Context: an optimization exercise on an open-source flow, tuned for small area, a short achievable clock period and few clock cycles per item. The choices shown serve that exercise and are no tape-out recipe.
The RTL was checked by simulation tests, not by an equivalence proof against the original design.
Power and IR drop assume default switching activity.

==> tundra <==
==> flow/design.v <==
module collision_scheduler #(
  parameter int MAX_LINES = 51,
  parameter int CW        = 8,
  parameter int IDW       = 8
) (
  input  logic              clk,
  input  logic              reset,
  input  logic              in_val,
  output logic              in_rdy,
  input  logic [CW-1:0]     x1,
  input  logic [CW-1:0]     y1,
  input  logic [CW-1:0]     z1,
  input  logic [CW-1:0]     x2,
  input  logic [CW-1:0]     y2,
  input  logic [CW-1:0]     z2,
  input  logic              clr,
  output logic              chk_req,
  output logic [6*CW-1:0]   chk_a,
  output logic [6*CW-1:0]   chk_b,
  input  logic              chk_ack,
  input  logic              chk_hit,
  output logic              out_val,
  output logic [IDW-1:0]    lineID,
  output logic              collide,
  output logic [IDW-1:0]    collide_cnt,
  output logic              full,
  output logic              busy
);
  localparam int SW = 6 * CW;
  localparam int NL = MAX_LINES;
  localparam int AW = $clog2(MAX_LINES + 1);
  localparam int LV = $clog2(MAX_LINES);
  logic [SW-1:0]  seg;
  logic [NL-1:0][SW-1:0] mem;
  logic [AW-1:0]  ct;         
  logic [AW-1:0]  rid;        
  logic           curv;       
  logic           nxtv;       
  logic           bv;         
  logic           nv;         
  logic [SW-1:0]  cur, nxt, bq;
  logic [NL-1:0]  elig;       
  logic [NL-1:0]  nsel;       
  logic [NL-1:0]  rest;       
  logic           ov_q, col_q, nrdy_q, req_q, full_q, busy_q;
  logic [IDW-1:0] lid_q, cnt_q;
  assign seg         = {x1, y1, z1, x2, y2, z2};
  assign in_rdy      = !nrdy_q;
  assign chk_req     = req_q;
  assign chk_a       = cur;
  assign chk_b       = bq;
  assign out_val     = ov_q;
  assign lineID      = lid_q;
  assign collide     = col_q;
  assign collide_cnt = cnt_q;
  assign full        = full_q;
  assign busy        = busy_q;
  function automatic [NL-1:0] highest(input [NL-1:0] v);
    logic [NL-1:0] p;
    p = v;
    for (int k = 0; k < LV; k++)
      p = p | (p >> (1 << k));
    highest = v & ~(p >> 1);
  endfunction
  logic [SW-1:0] rd;
  always_comb begin
    rd = '0;
    for (int j = 0; j < NL; j++)
      rd = rd | (mem[j] & {SW{nsel[j]}});
  end
  logic          fire, hit, res, step, accept;
  logic [NL-1:0] e_hi, e_top, r_top, rid_oh;
  assign fire     = req_q && chk_ack;
  assign hit      = fire && chk_hit;
  assign step     = fire && !chk_hit && nv;
  assign res      = (fire && (chk_hit || !nv)) || (curv && !bv);
  assign accept   = in_val && !nrdy_q;
  assign e_hi     = {elig[NL-1:1], 1'b0};
  assign e_top    = highest(elig);
  assign r_top    = highest(rest);
  always_comb begin
    rid_oh = '0;
    rid_oh[rid[LV-1:0]] = 1'b1;
  end
  logic           curv_n, nxtv_n, ov_n;
  logic [AW-1:0]  ct_n;
  assign curv_n = res ? (nxtv || accept) : (curv || accept);
  assign nxtv_n = nxtv ? !res : (curv && !res && accept);
  assign ct_n   = ct + AW'(accept);
  assign ov_n   = res;
  always_ff @(posedge clk or negedge reset) begin
    if (!reset) begin
      ct     <= '0;
      rid    <= '0;
      curv   <= 1'b0;
      nxtv   <= 1'b0;
      bv     <= 1'b0;
      nv     <= 1'b0;
      elig   <= '0;
      ov_q   <= 1'b0;
      nrdy_q <= 1'b0;
      req_q  <= 1'b0;
      full_q <= 1'b0;
      busy_q <= 1'b0;
      cnt_q  <= '0;
    end else if (clr) begin
      ct     <= '0;
      rid    <= '0;
      curv   <= 1'b0;
      nxtv   <= 1'b0;
      bv     <= 1'b0;
      nv     <= 1'b0;
      elig   <= '0;
      ov_q   <= 1'b0;
      nrdy_q <= 1'b0;
      req_q  <= 1'b0;
      full_q <= 1'b0;
      busy_q <= 1'b0;
      cnt_q  <= '0;
    end else begin
      ct     <= ct_n;
      curv   <= curv_n;
      nxtv   <= nxtv_n;
      ov_q   <= ov_n;
      nrdy_q <= (ct_n == AW'(NL)) || nxtv_n;
      full_q <= (ct_n == AW'(NL));
      busy_q <= curv_n || nxtv_n || ov_n;
      req_q  <= curv_n && (bv || res);
      if (ov_q && col_q && (cnt_q != '1)) cnt_q <= cnt_q + IDW'(1);
      if (res) begin
        rid <= rid + AW'(1);
        bv  <= 1'b1;
        if (hit) nv <= |e_hi;
        else     nv <= elig[0];
        if (!hit) elig <= elig | rid_oh;
      end else if (step) begin
        nv <= |rest;
      end
    end
  end
  always_ff @(posedge clk or negedge reset) begin
    if (!reset) begin
      cur   <= '0;
      bq    <= '0;
      lid_q <= '0;
      col_q <= 1'b0;
    end else begin
      if (res || !curv) cur <= nxtv ? nxt : seg;
      if (fire)              bq <= chk_hit ? mem[0] : (nv ? rd : cur);
      else if (curv && !bv)  bq <= cur;
      if (res) begin
        lid_q <= IDW'(rid) + IDW'(1);
        col_q <= hit;
      end
    end
  end
  always_ff @(posedge clk) begin
    if (res) begin
      if (hit) begin
        nsel <= {e_top[NL-1:1], 1'b0};
        rest <= e_hi & ~e_top;
      end else begin
        nsel <= e_top;
        rest <= elig & ~e_top;
      end
    end else if (step) begin
      nsel <= r_top;
      rest <= rest & ~r_top;
    end
    if (!nxtv) nxt <= seg;
  end
  always_ff @(posedge clk) begin
    for (int j = 0; j < NL; j++)
      if (ct == AW'(j)) mem[j] <= seg;
  end
endmodule
==> flow/flow/run.sh <==
#!/bin/bash
# The standard ORFS layout, with the port buffers made of buf_4 cells rather than the
# buffer that buffer_ports picks by default (a slow delay buffer). Synthesis is run first,
# unchanged, so the registers are the standard synthesis's.
set -euo pipefail
bash standard.sh synth > synth.log 2>&1
bash standard.sh "BUFFER_PORTS_ARGS=-buffer_cell sky130_fd_sc_hd__buf_4" finish > layout.log 2>&1
test -s out/final.def
==> flow/standard.sh <==
#!/bin/bash
# synth_recipe.tcl (not shown) runs the flow's synth.tcl, then flattens the netlist and writes it again
# the make line also repeats each setting of config.mk as NAME=value (left out here)
make -C /OpenROAD-flow-scripts/flow DESIGN_CONFIG=/design/flow/config.mk WORK_HOME=/design/flow/orfs CLKGATE_MAP_FILE= SYNTH_SCRIPT=/design/flow/synth_recipe.tcl "${@:-finish}"
==> flow/config.mk <==
export PLATFORM = sky130hd
export DESIGN_NAME = collision_scheduler
export DESIGN_NICKNAME = collision_scheduler
export VERILOG_FILES = /design/flow/design.v
export SDC_FILE = /design/flow/constraint.sdc
export NUM_CORES = 4
export LEC_CHECK = 0
export CAP_MARGIN = 20
export CORE_MARGIN = 2
export CORE_UTILIZATION = 60
export CTS_CLUSTER_DIAMETER = 100
export CTS_CLUSTER_SIZE = 24
export SETUP_SLACK_MARGIN = 3.5
export SLEW_MARGIN = 20
==> flow/constraint.sdc <==
create_clock -name core_clock -period 6.0 [get_ports {clk}]
set_input_delay 1.2000 -clock core_clock [delete_from_list [all_inputs] [get_ports {clk}]]
set_output_delay 1.2000 -clock core_clock [all_outputs]
set_load 0.01 [all_outputs]
==> inputs of garnet, as changes to tundra <==
--- a/flow/design.v
+++ b/flow/design.v
@@ -43,8 +43,8 @@
   logic [NL-1:0]  nsel;       
   logic [NL-1:0]  rest;       
-  logic           ov_q, col_q, nrdy_q, req_q, full_q, busy_q;
+  logic           ov_q, col_q, rdy_q, req_q, full_q, busy_q;
   logic [IDW-1:0] lid_q, cnt_q;
   assign seg         = {x1, y1, z1, x2, y2, z2};
-  assign in_rdy      = !nrdy_q;
+  assign in_rdy      = rdy_q;
   assign chk_req     = req_q;
   assign chk_a       = cur;
@@ -56,10 +56,10 @@
   assign full        = full_q;
   assign busy        = busy_q;
-  function automatic [NL-1:0] highest(input [NL-1:0] v);
+  function automatic logic [NL-1:0] lowest(input logic [NL-1:0] v);
     logic [NL-1:0] p;
     p = v;
     for (int k = 0; k < LV; k++)
-      p = p | (p >> (1 << k));
-    highest = v & ~(p >> 1);
+      p = p | (p << (1 << k));
+    lowest = v & ~(p << 1);
   endfunction
   logic [SW-1:0] rd;
@@ -70,13 +70,13 @@
   end
   logic          fire, hit, res, step, accept;
-  logic [NL-1:0] e_hi, e_top, r_top, rid_oh;
+  logic [NL-1:0] e_hi, e_hi_low, r_low, rid_oh;
   assign fire     = req_q && chk_ack;
   assign hit      = fire && chk_hit;
   assign step     = fire && !chk_hit && nv;
   assign res      = (fire && (chk_hit || !nv)) || (curv && !bv);
-  assign accept   = in_val && !nrdy_q;
+  assign accept   = in_val && rdy_q;
   assign e_hi     = {elig[NL-1:1], 1'b0};
-  assign e_top    = highest(elig);
-  assign r_top    = highest(rest);
+  assign e_hi_low = lowest(e_hi);
+  assign r_low    = lowest(rest);
   always_comb begin
     rid_oh = '0;
@@ -98,6 +98,8 @@
       nv     <= 1'b0;
       elig   <= '0;
+      nsel   <= '0;
+      rest   <= '0;
       ov_q   <= 1'b0;
-      nrdy_q <= 1'b0;
+      rdy_q  <= 1'b1;
       req_q  <= 1'b0;
       full_q <= 1'b0;
@@ -112,6 +114,8 @@
       nv     <= 1'b0;
       elig   <= '0;
+      nsel   <= '0;
+      rest   <= '0;
       ov_q   <= 1'b0;
-      nrdy_q <= 1'b0;
+      rdy_q  <= 1'b1;
       req_q  <= 1'b0;
       full_q <= 1'b0;
@@ -123,5 +127,5 @@
       nxtv   <= nxtv_n;
       ov_q   <= ov_n;
-      nrdy_q <= (ct_n == AW'(NL)) || nxtv_n;
+      rdy_q  <= (ct_n != AW'(NL)) && !nxtv_n;
       full_q <= (ct_n == AW'(NL));
       busy_q <= curv_n || nxtv_n || ov_n;
@@ -131,42 +135,31 @@
         rid <= rid + AW'(1);
         bv  <= 1'b1;
-        if (hit) nv <= |e_hi;
-        else     nv <= elig[0];
-        if (!hit) elig <= elig | rid_oh;
+        if (hit) begin
+          nsel <= e_hi_low;
+          rest <= e_hi & ~e_hi_low;
+          nv   <= |e_hi;
+        end else begin
+          elig <= elig | rid_oh;
+          nsel <= {{(NL-1){1'b0}}, elig[0]};
+          rest <= e_hi;
+          nv   <= elig[0];
+        end
       end else if (step) begin
-        nv <= |rest;
-      end
-    end
-  end
-  always_ff @(posedge clk or negedge reset) begin
-    if (!reset) begin
-      cur   <= '0;
-      bq    <= '0;
-      lid_q <= '0;
-      col_q <= 1'b0;
-    end else begin
-      if (res || !curv) cur <= nxtv ? nxt : seg;
-      if (fire)              bq <= chk_hit ? mem[0] : (nv ? rd : cur);
-      else if (curv && !bv)  bq <= cur;
-      if (res) begin
-        lid_q <= IDW'(rid) + IDW'(1);
-        col_q <= hit;
+        nsel <= r_low;
+        rest <= rest & ~r_low;
+        nv   <= |rest;
       end
     end
   end
   always_ff @(posedge clk) begin
+    if (res || !curv) cur <= nxtv ? nxt : seg;
+    if (!nxtv)        nxt <= seg;
     if (res) begin
-      if (hit) begin
-        nsel <= {e_top[NL-1:1], 1'b0};
-        rest <= e_hi & ~e_top;
-      end else begin
-        nsel <= e_top;
-        rest <= elig & ~e_top;
-      end
+      bq    <= hit ? mem[0] : cur;
+      lid_q <= IDW'(rid) + IDW'(1);
+      col_q <= hit;
     end else if (step) begin
-      nsel <= r_top;
-      rest <= rest & ~r_top;
+      bq <= rd;
     end
-    if (!nxtv) nxt <= seg;
   end
   always_ff @(posedge clk) begin
==> flow/run.sh (new file) <==
#!/bin/bash
# synth_recipe.tcl (not shown) runs the flow's synth.tcl, then flattens the netlist and writes it again
# the make line also repeats each setting of config.mk as NAME=value (left out here)
make -C /OpenROAD-flow-scripts/flow DESIGN_CONFIG=/design/flow/config.mk WORK_HOME=/design/flow/orfs CLKGATE_MAP_FILE= SYNTH_SCRIPT=/design/flow/synth_recipe.tcl finish
- CORE_UTILIZATION: 60 -> 40
- CTS_CLUSTER_DIAMETER: 100 -> default
- CTS_CLUSTER_SIZE: 24 -> default
- SETUP_SLACK_MARGIN: 3.5 -> default
removed: flow/flow/run.sh
removed: flow/standard.sh
==> comparison table <==
	garnet	tundra
Total power of the final layout	42,300 uW	37,100 uW
Die Ht	509 um	417 um
Fill cell count	21,500	11,500
Power Dens Cells	358 nW/um^2	324 nW/um^2
Category of the most critical setup path	flop to flop	flop to output pin
Outcome	timing/DRC/antenna clean	timing/DRC/antenna clean
Global-route usage over all layers	31.1%	46.3%
Multi-input combinational area share	15.9%	17.2%
Post-synthesis simple-gate area fraction	5.24%	4.76%
Worst reg2reg endpoint	mem[2013]	rest[5]
Yosys top cell area share	75.3%	74.9%
Fraction of area in registers	69.7%	71.9%
Met2 WL post-DR	182,000 um	176,000 um
Crit path to	mem[2013]	chk_b[47]
Number of signal-net inverters in the final layout	20	18
Depth of the CTS H-tree	5	4
Testbench counts of tundra, summed over its fixed seeds: cycles 50,448, items 2,933.
Testbench counts of garnet, summed over its fixed seeds: cycles 51,900, items 2,933.

==> afterwards: timing with drivers on the ports <==
How much do the figures lean on ideal ports? The routed layouts below were timed once more, with nothing changed but the port constraints.
Step 1: set_driving_cell puts a clkbuf_16 on clk and a buf_2 on each other input, an assumption about the parent block.
Step 2 adds t to the input delays and takes it off the output delays; t is the mean of the earliest and latest rising clock arrival at the registers after step 1. Input paths then give back, and output paths get back, about the clock's delay inside the block.
a / b / c = no drivers / after step 1 / after step 2; a / b = the first two.
| run | t (ns) | setup slack, ns | worst slew at a driven data input, ns |
|---|---|---|---|
| tundra | 0.901 | 3.293 / 3.204 / 2.646 | 0.27 |
| garnet | 1.035 | 2.575 / 2.473 / 1.661 | 0.25 |
After both steps every run listed still meets setup and hold. For garnet, which loses most, drivers alone change the setup slack by -0.102 ns; drivers and shift together by -0.914 ns.
